From an optimization exercise on the open Yosys and OpenROAD flow, aimed at small area; shortcuts taken in it are not production practice. Function was checked by simulation only, so behaviour that the tests miss may differ from the original.

== main ==
// raster_core
module raster_core #(
  parameter int XW = 7,
  parameter int YW = 6,
  parameter int CW = 6,
  parameter int DW = 3
) (
  input  logic            clk,
  input  logic            rst_n,
  input  logic            frame_start_in,
  input  logic            px_valid_in,
  input  logic [XW-1:0]   px_x_in,
  input  logic [YW-1:0]   px_y_in,
  input  logic [CW-1:0]   bg_color_in,
  input  logic [2*CW-1:0] poly_color_in,
  input  logic [2*XW-1:0] v0_x_in,
  input  logic [2*XW-1:0] v1_x_in,
  input  logic [2*XW-1:0] v2_x_in,
  input  logic [2*YW-1:0] v0_y_in,
  input  logic [2*YW-1:0] v1_y_in,
  input  logic [2*YW-1:0] v2_y_in,
  input  logic [2*DW-1:0] poly_depth_in,
  input  logic            en_screen_in,
  input  logic [1:0]      poly_enable_in,
  output logic [CW-1:0]   color_out,
  output logic            color_valid_out
);
Size: ~180 flip-flops.
export LEC_CHECK = 0
export CAP_MARGIN = 20
export CORE_MARGIN = 2
export CORE_UTILIZATION = 60
export PLACE_DENSITY = 0.75
export SLEW_MARGIN = 20
create_clock -name core_clock -period 8.0 [get_ports {clk}]
standard.sh (not shown) runs the stock make flow with config.mk's settings and CLKGATE_MAP_FILE= SYNTH_SCRIPT=/design/flow/synth_recipe.tcl, a recipe that flattens the netlist after the stock synthesis.
==> flow/flow/run.sh <==
#!/bin/bash
# Standard layout, with these changes:
#  - synthesis places the design's rc_fa / rc_ha adder cells directly as library
#    full / half adders (flow/premap.tcl, run right after the design is read);
#  - synthesis keeps yosys's default Brent-Kung carry chains (SYNTH_OPERATIONS_ARGS
#    set, so the Kogge-Stone map is not added);
#  - every port still gets its buffer, a buf_1;
#  - clock tree options below.
set -euo pipefail
bash standard.sh SYNTH_CANONICALIZE_TCL="$PWD/flow/premap.tcl" \
  SYNTH_OPERATIONS_ARGS=-noshare \
  BUFFER_PORTS_ARGS="-buffer_cell sky130_fd_sc_hd__buf_1" \
  CTS_ARGS="-sink_clustering_enable -repair_clock_nets -buf_list sky130_fd_sc_hd__clkbuf_8 -dont_use_dummy_load" finish > standard.log 2>&1
==> flow/flow/fa_map.v <==
// Map the design's adder cells straight onto the library's adder cells.
module rc_fa (input a, b, c, output s, co);
  sky130_fd_sc_hd__fa_1 _TECHMAP_REPLACE_ (.A(a), .B(b), .CIN(c), .SUM(s), .COUT(co));
endmodule

module rc_ha (input a, b, output s, co);
  sky130_fd_sc_hd__ha_1 _TECHMAP_REPLACE_ (.A(a), .B(b), .SUM(s), .COUT(co));
endmodule
==> flow/flow/premap.tcl <==
# Run after the design is read: place the design's rc_fa / rc_ha adder cells
# as library full / half adders, so the rest of synthesis keeps them as they are.
techmap -map [file join [file dirname [info script]] fa_map.v] t:rc_fa t:rc_ha
main went all the way through the flow, and no timing, DRC or antenna check failed.
### main -> the feature branch
-- flow/flow/run.sh --
<<< main, line 13
  CTS_ARGS="-sink_clustering_enable -repair_clock_nets -buf_list sky130_fd_sc_hd__clkbuf_8 -dont_use_dummy_load" finish > standard.log 2>&1
>>> the feature branch, line 13
  CTS_ARGS="-sink_clustering_enable -repair_clock_nets -buf_list sky130_fd_sc_hd__clkbuf_2 sky130_fd_sc_hd__clkbuf_4 sky130_fd_sc_hd__clkbuf_8 -dont_use_dummy_load" finish > standard.log 2>&1
Results
- The feature branch never completed, since it errored out during clock tree synthesis (4_1_cts).
- Comparing the feature branch against main, there is no change at all in number of buffer cells added on primary ports.
- Looking at the feature branch and main, the fraction of registers with async set/reset is a wash.
- [compare] base=main new=the feature branch: half-perimeter wire length after placement essentially unchanged; post-synthesis register bit count essentially unchanged.
- Number of placement rows: main vs the feature branch identical
- Diff the feature branch..main | synthesized area | unchanged
- Worst-case setup slack after placement: the feature branch vs main identical
- Arithmetic-cell share of the synthesized area counting full adders, half adders and majority gates: main vs the feature branch identical
- main -> the feature branch: synthesized cell count delta 0, exact match

* * *

Another version of the RTL of raster_core (not shown whole).
Size: roughly 1700 cells after synthesis, about 130 I/O pins, roughly 20000 sq um of cells after synthesis.
## raster_core
module raster_core #(
  parameter int XW = 7,
  parameter int YW = 6,
  parameter int CW = 6,
  parameter int DW = 3
) (
  input  logic            clk,
  input  logic            rst_n,
  input  logic            frame_start_in,
  input  logic            px_valid_in,
  input  logic [XW-1:0]   px_x_in,
  input  logic [YW-1:0]   px_y_in,
  input  logic [CW-1:0]   bg_color_in,
  input  logic [2*CW-1:0] poly_color_in,
  input  logic [2*XW-1:0] v0_x_in,
  input  logic [2*XW-1:0] v1_x_in,
  input  logic [2*XW-1:0] v2_x_in,
  input  logic [2*YW-1:0] v0_y_in,
  input  logic [2*YW-1:0] v1_y_in,
  input  logic [2*YW-1:0] v2_y_in,
  input  logic [2*DW-1:0] poly_depth_in,
  input  logic            en_screen_in,
  input  logic [1:0]      poly_enable_in,
  output logic [CW-1:0]   color_out,
  output logic            color_valid_out
);
  logic [CW-1:0]   bg_q;
  logic [2*CW-1:0] pcol_q;
  logic            p1_first_q;    
  logic            en_q;
  logic [1:0]      pen_q;
  logic            setup_q;       
  logic            s1_blank, s2_blank;
  logic            s1_valid, s2_valid;
  logic [1:0]      hit, hit_q;
  always_ff @(posedge clk) begin
    if (frame_start_in) begin
      bg_q       <= bg_color_in;
      pcol_q     <= poly_color_in;
      p1_first_q <= poly_depth_in[DW +: DW] < poly_depth_in[0 +: DW];
    end
  end
  always_ff @(posedge clk or negedge rst_n) begin
    if (!rst_n) begin
      en_q    <= 1'b0;
      pen_q   <= '0;
      setup_q <= 1'b0;
      s1_valid <= 1'b0;
      s2_valid <= 1'b0;
      color_valid_out <= 1'b0;
    end else begin
      setup_q <= frame_start_in;
      if (frame_start_in) begin
        en_q  <= en_screen_in;
        pen_q <= poly_enable_in;
      end
      s1_valid <= px_valid_in;
      s2_valid <= s1_valid;
      color_valid_out <= s2_valid;
    end
  end
  always_ff @(posedge clk) begin
    s1_blank <= frame_start_in | setup_q;
    s2_blank <= s1_blank;
    hit_q    <= hit;
  end
  ...
clock: 8.0 ns
lec_check: 0
cap_margin: 20
core_margin: 2
core_utilization: 60
gpl_routability_driven: 0
place_density: 0.75
slew_margin: 20
==> flow/flow/run.sh <==
#!/bin/bash
# Standard layout, with these changes:
#  - synthesis places the design's rc_fa / rc_ha adder cells directly as library
#    full / half adders (flow/premap.tcl, run right after the design is read);
#  - synthesis keeps yosys's default Brent-Kung carry chains (SYNTH_OPERATIONS_ARGS
#    set, so the Kogge-Stone map is not added);
#  - every port still gets its buffer, a buf_1;
#  - clock tree options below.
set -euo pipefail
bash standard.sh SYNTH_CANONICALIZE_TCL="$PWD/flow/premap.tcl" \
  SYNTH_OPERATIONS_ARGS=-noshare \
  BUFFER_PORTS_ARGS="-buffer_cell sky130_fd_sc_hd__buf_1" \
  CTS_ARGS="-sink_clustering_enable -repair_clock_nets -buf_list sky130_fd_sc_hd__clkbuf_8 -dont_use_dummy_load" finish > standard.log 2>&1
Scripts as last shown in full above: flow/flow/fa_map.v, flow/flow/premap.tcl
The starting point went through all stages and came out clean.
Edit:
CORE_UTILIZATION = 70   (was 60)
GPL_ROUTABILITY_DRIVEN = not set   (was 0)
PLACE_DENSITY = 0.85   (was 0.75)
Result: Area after synthesis does not change. Non-clock buffer count climbs by 3. Global-route usage rose by 5.8 points. Design area is about the same. Routed wire length is higher by 4.6%. Utilization increases by 11 points.
Edit:
CORE_UTILIZATION = 60   (was 70)
PLACE_DENSITY = 0.75   (was 0.85)
Effect: Clock-buffer cell count stays the same; worst setup slack gets better by 0.013 ns; via count falls by 3.3%; worst hold slack got worse by 0.011 ns; register-to-register slack stays flat; synthesized area is unchanged; wire length is lower by 3.1%.

* * *

Setup of willow:
Another version of the RTL of raster_core (not shown whole).
Size in the first run: roughly 1600 cells after synthesis, ~21000 µm² of cells after synthesis.
Design raster_core, start of the top module:
module raster_core #(
  parameter int XW = 7,
  parameter int YW = 6,
  parameter int CW = 6,
  parameter int DW = 3
) (
  input  logic            clk,
  input  logic            rst_n,
  input  logic            frame_start_in,
  input  logic            px_valid_in,
  input  logic [XW-1:0]   px_x_in,
  input  logic [YW-1:0]   px_y_in,
  input  logic [CW-1:0]   bg_color_in,
  input  logic [2*CW-1:0] poly_color_in,
  input  logic [2*XW-1:0] v0_x_in,
  input  logic [2*XW-1:0] v1_x_in,
  input  logic [2*XW-1:0] v2_x_in,
  input  logic [2*YW-1:0] v0_y_in,
  input  logic [2*YW-1:0] v1_y_in,
  input  logic [2*YW-1:0] v2_y_in,
  input  logic [2*DW-1:0] poly_depth_in,
  input  logic            en_screen_in,
  input  logic [1:0]      poly_enable_in,
  output logic [CW-1:0]   color_out,
  output logic            color_valid_out
);
  logic [CW-1:0]   bg_q;
  logic [2*CW-1:0] pcol_q;
  logic            p1_first_q;    
  logic            en_q;
  logic [1:0]      pen_q;
  logic            setup_q;       
  logic            s1_setup;      
  logic            s1_blank, s2_blank;
  logic            s1_valid, s2_valid;
  logic [1:0]      hit, hit_q;
  ...
clock: 8.0 ns
lec_check: 0
cap_margin: 20
core_margin: 2
core_utilization: 50
slew_margin: 20
Scripts as last shown in full above: flow/flow/run.sh, flow/flow/fa_map.v, flow/flow/premap.tcl
willow completed every stage of the flow, and the final layout passed the timing, DRC and antenna checks.
--- input diff willow..nickel ---
==> flow/flow/run.sh <==
#!/bin/bash
# Standard layout, except that synthesis places the design's rc_fa / rc_ha adder
# cells directly as library full / half adders (flow/premap.tcl, run right after
# the design is read), instead of flattening them and re-extracting adders.
set -euo pipefail
bash standard.sh SYNTH_CANONICALIZE_TCL="$PWD/flow/premap.tcl" finish > standard.log 2>&1
diff --git a/flow/config.mk b/flow/config.mk
--- a/flow/config.mk
+++ b/flow/config.mk
@@ -10 +10 @@
-export CORE_UTILIZATION = 50
+export CORE_UTILIZATION = 40
==> run notes <==
nickel completed end to end with timing, DRC and antenna clean. The height of the die reported for nickel is greater than that of willow by about 13%. Changes observed in nickel relative to willow: count of clock-buffer cells in the layout has increased, cell area after technology mapping +1.7%. End point of the critical path: hit_q[1]$_DFF_P_ -> willow, hit_q[0]$_DFF_P_ -> nickel. nickel vs willow: synthesized cell count up by a few percent. Area growth from synthesis to layout ended up 6.0 points higher on nickel than on willow. Delta(sum of routed wire length over all layers, nickel - willow) > 0. Maximum fanout count along the critical path for nickel: 6 up relative to willow. nickel vs. willow: worst setup slack +0.13 ns; global-route total usage across every layer went down.
Relative to nickel, the following input files were edited for fjord:
==> flow/flow/run.sh <==
#!/bin/bash
# Standard layout, with these changes:
#  - synthesis places the design's rc_fa / rc_ha adder cells directly as library
#    full / half adders (flow/premap.tcl, run right after the design is read);
#  - synthesis keeps yosys's default Brent-Kung carry chains (SYNTH_OPERATIONS_ARGS
#    set, so the Kogge-Stone map is not added);
#  - every port still gets its buffer, a buf_1;
#  - clock tree options below.
set -euo pipefail
bash standard.sh SYNTH_CANONICALIZE_TCL="$PWD/flow/premap.tcl" \
  SYNTH_OPERATIONS_ARGS=-noshare \
  BUFFER_PORTS_ARGS="-buffer_cell sky130_fd_sc_hd__buf_1" \
  CTS_ARGS="-sink_clustering_enable -repair_clock_nets -buf_list sky130_fd_sc_hd__clkbuf_16 -sink_clustering_size 40 -sink_clustering_max_diameter 150 -dont_use_dummy_load" finish > standard.log 2>&1
diff --git a/flow/config.mk b/flow/config.mk
--- a/flow/config.mk
+++ b/flow/config.mk
@@ -10 +10,2 @@
-export CORE_UTILIZATION = 40
+export CORE_UTILIZATION = 60
+export PLACE_DENSITY = 0.75
### Flow results
- fjord vs. nickel: routed wire length -3.9 mm; shortest clock period the worst path allows after layout higher.
- nickel has lower number of buffers other than clock buffers in the final layout than fjord.
- Number of standard-cell rows in the floorplan went down by more than 10% going from nickel to fjord.
- Re count of multi-input combinational gates: nickel and fjord aren't equal, and the lower value belongs to fjord.
- | first-pass GRT wire length | fjord vs nickel | 7.8% lower |
- Relative to nickel, the global-route usage over all layers of fjord is higher by 8.4 points.
Input changes introduced in xenon (baseline for comparison: fjord):
diff --git a/flow/flow/run.sh b/flow/flow/run.sh
--- a/flow/flow/run.sh
+++ b/flow/flow/run.sh
@@ -13 +13 @@
-  CTS_ARGS="-sink_clustering_enable -repair_clock_nets -buf_list sky130_fd_sc_hd__clkbuf_16 -sink_clustering_size 40 -sink_clustering_max_diameter 150 -dont_use_dummy_load" finish > standard.log 2>&1
+  CTS_ARGS="-sink_clustering_enable -repair_clock_nets -buf_list sky130_fd_sc_hd__clkbuf_8 -dont_use_dummy_load" finish > standard.log 2>&1
diff --git a/flow/config.mk b/flow/config.mk
--- a/flow/config.mk
+++ b/flow/config.mk
@@ -8 +8 @@
-export CAP_MARGIN = 20
+export CAP_MARGIN = 0
@@ -10,3 +10,3 @@
-export CORE_UTILIZATION = 60
-export PLACE_DENSITY = 0.75
-export SLEW_MARGIN = 20
+export CORE_UTILIZATION = 40
+export GPL_TIMING_DRIVEN = 0
+export SLEW_MARGIN = 0
Results
Compared with fjord, in xenon final area up about 2%; arrival time at the worst endpoint climbed 0.22 ns; area used by multi-input combinational logic increased 180 µm².

## afterwards: timing with drivers on the ports
The results above use ideal ports. As a check the final layouts listed here were re-extracted and re-timed, cells and wires unchanged.
Step 1 sets driving cells, clkbuf_16 on the clock port and buf_2 on the other inputs (assumed; they add their load-dependent delay and slew).
Step 2 adds t to the input delays and takes it off the output delays; t is the mean of the earliest and latest rising clock arrival at the registers after step 1. Input paths then give back, and output paths get back, about the clock's delay inside the block.
Slacks: no drivers / after step 1 / after step 2; pairs: no drivers / after step 1.
run	t, ns	slack for setup (ns)	worst hold slack (ns)	slew at the worst register clock pin (ns)
main	0.504	0.429 / 0.429 / 0.429	0.340 / 0.340 / 0.340	0.12 / 0.12
the first run of note 2	0.503	0.477 / 0.477 / 0.477	0.339 / 0.339 / 0.339	0.12 / 0.12
the second run of note 2	0.518	0.442 / 0.442 / 0.442	0.352 / 0.352 / 0.352	0.11 / 0.11
the third run of note 2	0.504	0.455 / 0.455 / 0.455	0.340 / 0.340 / 0.340	0.11 / 0.11
willow	0.551	0.501 / 0.501 / 0.501	0.320 / 0.320 / 0.320	0.10 / 0.10
nickel	0.504	0.630 / 0.630 / 0.630	0.335 / 0.335 / 0.335	0.08 / 0.08
fjord	0.491	0.443 / 0.443 / 0.443	0.341 / 0.341 / 0.341	0.08 / 0.08
xenon	0.546	0.237 / 0.237 / 0.237	0.341 / 0.341 / 0.341	0.10 / 0.10
After both steps setup and hold are still met in every run listed.
